This design comes from an exercise in tuning for small area on the open sky130 flow, not from production work.
In this exercise RTL edits were held to simulation tests only and were not proved equivalent to the original.
Power and IR drop assume default switching activity.

[flow/config.mk]
export PLATFORM = sky130hd
export DESIGN_NAME = conflict_serializer
export DESIGN_NICKNAME = conflict_serializer
export VERILOG_FILES = /design/flow/design.v
export SDC_FILE = /design/flow/constraint.sdc
export NUM_CORES = 4
export LEC_CHECK = 0
export CAP_MARGIN = 20
export CORE_MARGIN = 2
export CORE_UTILIZATION = 40
export PLACE_DENSITY = 0.6
export SLEW_MARGIN = 20
[flow/constraint.sdc]
create_clock -name core_clock -period 7.0 [get_ports {clk}]
set_input_delay 1.4000 -clock core_clock [delete_from_list [all_inputs] [get_ports {clk}]]
set_output_delay 1.4000 -clock core_clock [all_outputs]
set_load 0.01 [all_outputs]
[flow/design.v]
`timescale 1ns/1ps
module lowbit #(
   parameter int IN_WIDTH  = 8,
   parameter int OUT_WIDTH = 3
) (
   input  logic [IN_WIDTH-1:0]  in,
   output logic [OUT_WIDTH-1:0] out,
   output logic                 found
);
   always_comb begin
      out = '0;
      for (int i = IN_WIDTH - 1; i >= 0; i--) begin
         if (in[i]) begin
            out = OUT_WIDTH'(i);
         end
      end
   end
   assign found = |in;
endmodule
`timescale 1ns/1ps
module running_hint_table #(
   parameter int NUM_CORES = 4
) (
   input  logic        clk,
   input  logic        rstn,
   input  logic        grant_valid,
   input  logic [3:0]  grant_core,
   input  logic [15:0] grant_hint,
   input  logic        fin_valid,
   input  logic [3:0]  fin_core,
   input  logic [15:0] enq_hint,
   output logic        enq_conflict,
   output logic [15:0] fin_hint,
   output logic        fin_hint_valid,
   output logic        all_cores_idle
);
   localparam int HINT_RO_BIT = 15;
   logic [NUM_CORES-1:0][15:0] run_hint;
   logic [NUM_CORES-1:0]       run_valid;
   logic [NUM_CORES-1:0]       grant_sel;
   logic [NUM_CORES-1:0]       fin_sel;
   logic [NUM_CORES-1:0]       run_match;
   logic [15:0]                enq_hint_rw;
   always_comb begin
      for (int i = 0; i < NUM_CORES; i++) begin
         grant_sel[i] = grant_valid && (grant_core == 4'(i));
         fin_sel[i]   = fin_valid && (fin_core == 4'(i));
      end
   end
   always_ff @(posedge clk) begin
      if (!rstn) begin
         run_valid <= '0;
      end else begin
         for (int i = 0; i < NUM_CORES; i++) begin
            if (grant_sel[i]) begin
               run_valid[i] <= 1'b1;
            end else if (fin_sel[i]) begin
               run_valid[i] <= 1'b0;
            end
         end
      end
   end
   always_ff @(posedge clk) begin
      for (int i = 0; i < NUM_CORES; i++) begin
         if (grant_sel[i]) begin
            run_hint[i] <= grant_hint;
         end
      end
   end
   always_comb begin
      enq_hint_rw = enq_hint;
      enq_hint_rw[HINT_RO_BIT] = 1'b0;
   end
   always_comb begin
      fin_hint = '0;
      for (int i = 0; i < NUM_CORES; i++) begin
         run_match[i] = run_valid[i] && (run_hint[i] == enq_hint_rw) && !fin_sel[i];
         if (fin_sel[i]) begin
            fin_hint = run_hint[i];
         end
      end
   end
   assign enq_conflict   = |run_match;
   assign fin_hint_valid = |(fin_sel & run_valid);
   assign all_cores_idle = (run_valid == '0);
endmodule
`timescale 1ns/1ps
module ready_list #(
   parameter int LIST_DEPTH        = 8,
   parameter int ALMOST_FULL_LEVEL = 6
) (
   input  logic                           clk,
   input  logic                           rstn,
   input  logic                           m_valid,
   input  logic [33:0]                    m_task,
   input  logic [3:0]                     m_slot,
   output logic                           m_ready,
   input  logic                           enq_conflict,
   input  logic [15:0]                    fin_hint,
   input  logic                           fin_hint_valid,
   input  logic                           grant_valid,
   input  logic [3:0]                     grant_index,
   output logic [LIST_DEPTH-1:0]          ent_valid,
   output logic [LIST_DEPTH-1:0]          ent_conflict,
   output logic [LIST_DEPTH-1:0][1:0]     ent_type,
   output logic [33:0]                    granted_task,
   output logic [3:0]                     granted_slot,
   output logic                           almost_full
);
   localparam int IDX_W       = $clog2(LIST_DEPTH);
   localparam int HINT_RO_BIT = 15;
   localparam logic [IDX_W:0] AF_LEVEL = ALMOST_FULL_LEVEL[IDX_W:0];
   logic [LIST_DEPTH-1:0]        valid_q;
   logic [LIST_DEPTH-1:0]        valid_d;
   logic [LIST_DEPTH-1:0]        confl_q;
   logic [LIST_DEPTH-1:0]        confl_d;
   logic [LIST_DEPTH-1:0][33:0]  task_q;
   logic [LIST_DEPTH-1:0][33:0]  task_d;
   logic [LIST_DEPTH-1:0][3:0]   slot_q;
   logic [LIST_DEPTH-1:0][3:0]   slot_d;
   logic [33:0]                  enq_task;
   logic                         new_confl;
   logic [LIST_DEPTH-1:0]        free_vec;
   logic [LIST_DEPTH-1:0]        list_match;
   logic [LIST_DEPTH-1:0]        clr_vec;
   logic [IDX_W-1:0]             ins_idx;
   logic [IDX_W-1:0]             clr_idx;
   logic [IDX_W-1:0]             rem_idx;
   logic [IDX_W-1:0]             push_idx;
   logic                         ins_found;
   logic                         clr_found;
   logic                         push;
   logic                         rem;
   logic [IDX_W:0]               count_q;
   always_comb begin
      enq_task = m_task;
      enq_task[16 + HINT_RO_BIT] = 1'b0;
   end
   always_comb begin
      for (int i = 0; i < LIST_DEPTH; i++) begin
         free_vec[i]   = !valid_q[i];
         list_match[i] = valid_q[i] && (task_q[i][31:16] == enq_task[31:16]);
         clr_vec[i]    = fin_hint_valid && valid_q[i] && (task_q[i][31:16] == fin_hint);
      end
   end
   assign new_confl = enq_conflict || (list_match != '0);
   lowbit #(
      .IN_WIDTH  (LIST_DEPTH),
      .OUT_WIDTH (IDX_W)
   ) ins_sel_i (
      .in    (free_vec),
      .out   (ins_idx),
      .found (ins_found)
   );
   lowbit #(
      .IN_WIDTH  (LIST_DEPTH),
      .OUT_WIDTH (IDX_W)
   ) clr_sel_i (
      .in    (clr_vec),
      .out   (clr_idx),
      .found (clr_found)
   );
   assign m_ready  = m_valid && ins_found;
   assign push     = m_valid && m_ready;
   assign rem      = grant_valid;
   assign rem_idx  = grant_index[IDX_W-1:0];
   assign push_idx = rem ? ins_idx - 1'b1 : ins_idx;
   always_comb begin
      valid_d = valid_q;
      confl_d = confl_q;
      task_d  = task_q;
      slot_d  = slot_q;
      for (int i = 0; i < LIST_DEPTH; i++) begin
         if (clr_found && (clr_idx == IDX_W'(i))) begin
            confl_d[i] = 1'b0;
         end
      end
      if (rem) begin
         for (int i = 0; i < LIST_DEPTH - 1; i++) begin
            if (i >= int'(rem_idx)) begin
               valid_d[i] = valid_d[i+1];
               confl_d[i] = confl_d[i+1];
               task_d[i]  = task_d[i+1];
               slot_d[i]  = slot_d[i+1];
            end
         end
         valid_d[LIST_DEPTH-1] = 1'b0;
         confl_d[LIST_DEPTH-1] = 1'b0;
      end
      if (push) begin
         for (int i = 0; i < LIST_DEPTH; i++) begin
            if (push_idx == IDX_W'(i)) begin
               valid_d[i] = 1'b1;
               confl_d[i] = new_confl;
               task_d[i]  = enq_task;
               slot_d[i]  = m_slot;
            end
         end
      end
   end
   always_ff @(posedge clk) begin
      if (!rstn) begin
         valid_q <= '0;
         confl_q <= '0;
      end else begin
         valid_q <= valid_d;
         confl_q <= confl_d;
      end
   end
   always_ff @(posedge clk) begin
      if (rstn) begin
         task_q <= task_d;
         slot_q <= slot_d;
      end
   end
   always_ff @(posedge clk) begin
      if (!rstn) begin
         count_q <= '0;
      end else begin
         case ({push, rem})
            2'b10:   count_q <= count_q + 1'b1;
            2'b01:   count_q <= count_q - 1'b1;
            default: count_q <= count_q;
         endcase
      end
   end
   always_comb begin
      for (int i = 0; i < LIST_DEPTH; i++) begin
         ent_type[i] = task_q[i][33:32];
      end
   end
   assign ent_valid    = valid_q;
   assign ent_conflict = confl_q;
   assign almost_full  = (count_q >= AF_LEVEL);
   assign granted_task = task_q[rem_idx];
   assign granted_slot = slot_q[rem_idx];
endmodule
`timescale 1ns/1ps
module dispatch_arbiter #(
   parameter int NUM_CORES  = 4,
   parameter int LIST_DEPTH = 8
) (
   input  logic                           clk,
   input  logic                           rstn,
   input  logic [NUM_CORES-1:0]           s_req,
   input  logic [NUM_CORES-1:0][1:0]      s_req_type,
   input  logic [LIST_DEPTH-1:0]          ent_valid,
   input  logic [LIST_DEPTH-1:0]          ent_conflict,
   input  logic [LIST_DEPTH-1:0][1:0]     ent_type,
   output logic                           grant_valid,
   output logic [3:0]                     grant_core,
   output logic [3:0]                     grant_index,
   output logic [NUM_CORES-1:0]           s_grant
);
   localparam int CORE_W  = $clog2(NUM_CORES);
   localparam int IDX_W   = $clog2(LIST_DEPTH);
   localparam int N_TYPES = 4;
   localparam logic [1:0] TASK_TYPE_ALL = 2'd3;
   logic [N_TYPES-1:0][LIST_DEPTH-1:0] type_ready;
   logic [LIST_DEPTH-1:0]              pend_ok;
   logic [NUM_CORES-1:0]               can_take;
   logic [LIST_DEPTH-1:0]              core_ready;
   logic [CORE_W-1:0]                  core_sel;
   logic [IDX_W-1:0]                   entry_sel;
   logic [IDX_W-1:0]                   last_idx;
   logic                               core_found;
   logic                               entry_found;
   assign last_idx = grant_index[IDX_W-1:0];
   always_comb begin
      for (int j = 0; j < LIST_DEPTH; j++) begin
         pend_ok[j] = ent_valid[j] && !ent_conflict[j] &&
                      !(grant_valid && (last_idx == IDX_W'(j)));
      end
      for (int t = 0; t < N_TYPES; t++) begin
         for (int j = 0; j < LIST_DEPTH; j++) begin
            if (t == int'(TASK_TYPE_ALL)) begin
               type_ready[t][j] = pend_ok[j] && (ent_type[j] < TASK_TYPE_ALL);
            end else begin
               type_ready[t][j] = pend_ok[j] && (ent_type[j] == 2'(t));
            end
         end
      end
   end
   always_comb begin
      for (int i = 0; i < NUM_CORES; i++) begin
         can_take[i] = s_req[i] && (type_ready[s_req_type[i]] != '0) &&
                       !(grant_valid && (grant_core == 4'(i)));
      end
   end
   lowbit #(
      .IN_WIDTH  (NUM_CORES),
      .OUT_WIDTH (CORE_W)
   ) core_sel_i (
      .in    (can_take),
      .out   (core_sel),
      .found (core_found)
   );
   assign core_ready = type_ready[s_req_type[core_sel]];
   lowbit #(
      .IN_WIDTH  (LIST_DEPTH),
      .OUT_WIDTH (IDX_W)
   ) entry_sel_i (
      .in    (core_ready),
      .out   (entry_sel),
      .found (entry_found)
   );
   always_ff @(posedge clk) begin
      if (!rstn) begin
         grant_valid <= 1'b0;
      end else begin
         grant_valid <= core_found && entry_found;
         grant_core  <= 4'(core_sel);
         if (grant_valid && (entry_sel > last_idx)) begin
            grant_index <= 4'(entry_sel - 1'b1);
         end else begin
            grant_index <= 4'(entry_sel);
         end
      end
   end
   always_comb begin
      for (int i = 0; i < NUM_CORES; i++) begin
         s_grant[i] = grant_valid && (grant_core == 4'(i));
      end
   end
endmodule
`timescale 1ns/1ps
module conflict_serializer #(
   parameter int NUM_CORES         = 8,
   parameter int LIST_DEPTH        = 16,
   parameter int ALMOST_FULL_LEVEL = 12
) (
   input  logic                      clk,
   input  logic                      rstn,
   input  logic                      m_valid,
   input  logic [33:0]               m_task,
   input  logic [3:0]                m_slot,
   output logic                      m_ready,
   input  logic [NUM_CORES-1:0]      s_req,
   input  logic [2*NUM_CORES-1:0]    s_req_type,
   output logic [NUM_CORES-1:0]      s_grant,
   output logic [33:0]               s_task,
   output logic [3:0]                s_slot,
   input  logic                      fin_valid,
   input  logic [3:0]                fin_core,
   output logic                      almost_full,
   output logic                      all_cores_idle
);
   logic [LIST_DEPTH-1:0]      ent_valid;
   logic [LIST_DEPTH-1:0]      ent_conflict;
   logic [LIST_DEPTH-1:0][1:0] ent_type;
   logic                       grant_valid;
   logic [3:0]                 grant_core;
   logic [3:0]                 grant_index;
   logic [15:0]                fin_hint;
   logic                       fin_hint_valid;
   logic                       enq_conflict;
   running_hint_table #(
      .NUM_CORES (NUM_CORES)
   ) hint_table_i (
      .clk            (clk),
      .rstn           (rstn),
      .grant_valid    (grant_valid),
      .grant_core     (grant_core),
      .grant_hint     (s_task[31:16]),
      .fin_valid      (fin_valid),
      .fin_core       (fin_core),
      .enq_hint       (m_task[31:16]),
      .enq_conflict   (enq_conflict),
      .fin_hint       (fin_hint),
      .fin_hint_valid (fin_hint_valid),
      .all_cores_idle (all_cores_idle)
   );
   ready_list #(
      .LIST_DEPTH        (LIST_DEPTH),
      .ALMOST_FULL_LEVEL (ALMOST_FULL_LEVEL)
   ) ready_list_i (
      .clk            (clk),
      .rstn           (rstn),
      .m_valid        (m_valid),
      .m_task         (m_task),
      .m_slot         (m_slot),
      .m_ready        (m_ready),
      .enq_conflict   (enq_conflict),
      .fin_hint       (fin_hint),
      .fin_hint_valid (fin_hint_valid),
      .grant_valid    (grant_valid),
      .grant_index    (grant_index),
      .ent_valid      (ent_valid),
      .ent_conflict   (ent_conflict),
      .ent_type       (ent_type),
      .granted_task   (s_task),
      .granted_slot   (s_slot),
      .almost_full    (almost_full)
   );
   dispatch_arbiter #(
      .NUM_CORES  (NUM_CORES),
      .LIST_DEPTH (LIST_DEPTH)
   ) arbiter_i (
      .clk          (clk),
      .rstn         (rstn),
      .s_req        (s_req),
      .s_req_type   (s_req_type),
      .ent_valid    (ent_valid),
      .ent_conflict (ent_conflict),
      .ent_type     (ent_type),
      .grant_valid  (grant_valid),
      .grant_core   (grant_core),
      .grant_index  (grant_index),
      .s_grant      (s_grant)
   );
endmodule
[flow/run.sh]
#!/bin/bash
# synth_recipe.tcl (not shown) runs the flow's synth.tcl, then flattens the netlist and writes it again
# the make line also repeats each setting of config.mk as NAME=value (left out here)
make -C /OpenROAD-flow-scripts/flow DESIGN_CONFIG=/design/flow/config.mk WORK_HOME=/design/flow/orfs CLKGATE_MAP_FILE= SYNTH_SCRIPT=/design/flow/synth_recipe.tcl finish
==> notes.md <==
Post-Syn Instances=between 4000 and 5000; fin crit share=a little over nine tenths; Post-CTS Hold Buffers=0; Max stage delay cell, worst path=mux4_2; Max VDD drop=515 µV; Avg Cell Area, Syn=~11 µm²; largest cells by area after synthesis=edfxtp_1 (43%), mux2i_1 (10%), mux4_2 (8.7%); pin slew with the least headroom to its limit=1.15 ns; ys flop type=edfxtp_1; total die area=between 100000 and 150000 µm²; sequential fraction of the synthesis area=between 40% and 50%; Final Core Density=a little under half; drt total wl=around 180000 µm; largest net degree at the start of global routing=about 170; CTS Root Cell=clkbuf_16; GRT Residual Overflow=0; synthesized cell area=about 52000 µm²; antenna violations before repair=11; Post-DP Area=55200 µm²; top-area cell type share of the netlist area=between 40% and 50%; Req. time, crit path=7.45 ns; final hold vios=0; most used cell, CP=buf_4; via count=between 30000 and 40000; DR pass1 iterations=6; chip width=around 360 µm; Core ar.=approximately 130000 µm²; max-slew violations=0; drt drc=0; area growth from synthesis to layout=13.1%; Layout Cell Area excl Fill=58400 µm²; Max Clock Freq=about 150 MHz; hpwl dp=119000 µm; pwr/cell area=between 400 and 500 nW/µm²; htree depth=3; status=finished clean; remaining antenna violation count=0; DR WL/cell=27.1 µm; first-pass GRT wire length=between 200000 and 300000 µm; endpoints failing setup=0; CP max stage delay=between 0.5 and 0.6 ns; clock latency (worst-skew pair)=0.74 ns; Critical Path Sink Type=flip-flop; kind of critical path=reg2reg; max-cap check violation count=0; Critical path buffers and inverters=5; Via density=6.06; Bufs on Longest Clock Path=3; crit start category=flip-flop; Crit Path Max Fanout=17; IO Pins=119; min cycle time layout=between 6 and 7 ns; layout cells sized above 1=a little over an eighth; CP top delay family=compound AO/OA/AOI/OAI gates; Yosys top cell by area=edfxtp_1; TritonCTS Buffers=93; FF+latch count, synth=788; Post-synth EDFFs=roughly 740; Netlist cell types=92; worst hold path type=reg2reg; Worst Path Arrival=~7.1 ns; synth warn=5; RSZ-0062 raised after global routing=no; Slew headroom=between 20% and 30%; clock sink total=just under 800; Die Y=~360 µm; async set-reset flop share out of synthesis=0%; Clock transition at path regs=about 0.06 ns; Pleak=around 0.020 µW; Row Count=between 100 and 150; 1st-iter DRT viols=about 4400; Synth Net Count=a little under 5000; hold_ws=between 0.4 and 0.5 ns; number of port buffers=117; Placer Congestion=a little under 1; nets=about 4900; Initial Utilization=between 40% and 50%; Post-Route Skew=around 0.05 ns; setup_tns=0 ns; vias in the first global route=approximately 38000; TritonCTS clock tree=yes; GRT Total Usage=between 20% and 30%
[layer usage]
layer | GRT usage (%) | share of wire, % | vias up
met1 | 35.5 | 42 | 19700
li1 | - | - | 17800
met5 | 0 | 0.034 | -
met4 | 11.1 | 4.4 | 10
met2 | 42.1 | 46 | 1865
met3 | 4.34 | 7.4 | 410
[worst reg2reg max path: cells and delay by family, from the launching register on]
family	cells	cell delay (ns)
compound gates	11	2.36
xor+xnor	1	0.07
fa+ha+maj	1	0.23
buf+inv	5	0.83
flops	1	0.50
mux	3	0.98
simple gates	10	1.42
[kinds of logic after synthesis]
logic type / after synthesis / share of synthesized area (%)
mux: 737 / 19.2
xor+xnor: 626 / 10.6
flops: 788 / 45.0
fa+ha+maj: 11 / 0.281
buf+inv: 435 / 3.31
simple gates: 1336 / 11.9
compound gates: 860 / 9.69
[stage by stage]
stage	cells	setup WS, ns	total power (µW)
finish	6555	0.356	26100
floorplan	4793	1.18	16300
CTS	6552	0.214	26000
global route	6553	0.0102	27300
global placement	6379	0.133	20700
detailed placement	6380	0.181	20900
[state kept, by name (all words and copies together) (netlist names)]
signal / cells
arbiter_i.grant_valid: 1
ready_list_i.valid_q: 16
hint_table_i.run_valid: 8
ready_list_i.confl_q: 16
ready_list_i.slot_q: 64
hint_table_i.run_hint: 128
arbiter_i.grant_core: 3
ready_list_i.task_q: 543
ready_list_i.count_q: 5
arbiter_i.grant_index: 4
[Yosys cell counts, types with 6 or more instances]
master,n
o31ai_1,13
o32ai_1,6
clkbuf_1,299
nor3b_1,15
nor2b_1,27
o21ai_2,6
buf_2,19
nand3b_1,14
a211o_1,6
a21oi_1,228
xnor2_1,376
and3_1,11
inv_1,53
a22oi_1,11
nand3_1,35
mux2i_1,524
o21ai_0,362
buf_1,53
nor2_1,327
nand2_1,570
o22ai_1,17
nand2b_1,13
xor2_1,250
a31oi_1,88
mux2_2,10
o21ai_1,12
or4_1,16
mux4_2,199
dfxtp_1,46
a2111oi_0,15
edfxtp_1,742
buf_4,6
nor4_1,70
and2_1,25
nor3_1,65
ha_1,10
a211oi_1,32
nand4_1,115
[placed cells by master (no fill, tap or decap), drive strengths merged, types with 8 or more instances in the layout]
cell type and count:
nand3b 16, and3 11, nor3 65, ha 10
o21ai 382, nand2 571, a21oi 228, clkbuf 124
xor2 250, nand3 37, xnor2 376, mux2i 526
a2111oi 15, buf 207, nor2b 27, nor3b 16
clkdlybuf4s50 100, a31oi 88, mux4 199, and2 25
o31ai 13, nor4 74, nor2 328, or4 16
edfxtp 742, o22ai 19, bufinv 8, mux2 12
a211oi 34, a22oi 11, inv 52, clkinv 39
dfxtp 46, nand2b 14, nand4 117
[worst paths after layout]
check | slack (ns) | start | depth (start not counted) | to
max | 0.36 | arbiter_i.grant_index[0]$_DFFE_PP_ | 31 | arbiter_i.grant_index[3]$_DFFE_PP_
min | 0.49 | ready_list_i.count_q[4]$_SDFFE_PN0P_ | 2 | ready_list_i.count_q[4]$_SDFFE_PN0P_
max reg2reg | 0.36 | arbiter_i.grant_index[0]$_DFFE_PP_ | 31 | arbiter_i.grant_index[3]$_DFFE_PP_
min reg2reg | 0.49 | ready_list_i.count_q[4]$_SDFFE_PN0P_ | 2 | ready_list_i.count_q[4]$_SDFFE_PN0P_
[where the power goes]
part / total [µW] / internal, µW / switching [µW]
Clock: 5080 / 2920 / 2160
Sequential: 9160 / 7510 / 1650
Combinational: 11900 / 5300 / 6580
Total: 26100 / 15700 / 10400
[timing repair]
| item | 4_1_cts | 5_1_grt |
|---|---|---|
| buffers inserted | 0 | 1 |
| endpoints found under the setup margin | 0 | 4 |
| gates resized for setup | 0 | 6 |
[cell type report]
class | instances | area [µm²]
inverters | 54 | 204
fillers | 11800 | 69500
clock inverters | 48 | 554
flip-flops and latches | 788 | 23200
repair buffers | 307 | 2650
clock buffers | 124 | 2600
multi-input cells | 3570 | 27100
well taps | 1662 | 2080
diodes | 2 | 5.00

afterwards: timing with drivers on the ports:
The results above use ideal ports. As a check the final layout listed here was re-extracted and re-timed, cells and wires unchanged. Step 1 assumes that a clkbuf_16 drives the clock port and a buf_2 every other input. Step 2 moves the port delays by t, midway between the first and last clock arrival at a register: inputs arrive t later, outputs are due t later. That takes back most of the time a late clock gives input paths. Slacks: no drivers / after step 1 / after step 2; pairs: no drivers / after step 1.
t (ns): 0.799
slack for setup (ns): 0.356 / 0.356 / 0.078
hold WS [ns]: 0.492 / 0.492 / 0.492
worst slew at a driven data input, ns: 0.14
After both steps setup and hold are still met in this run. The setup slack of this run moves by 0.000 ns with the drivers and by -0.278 ns with both steps.
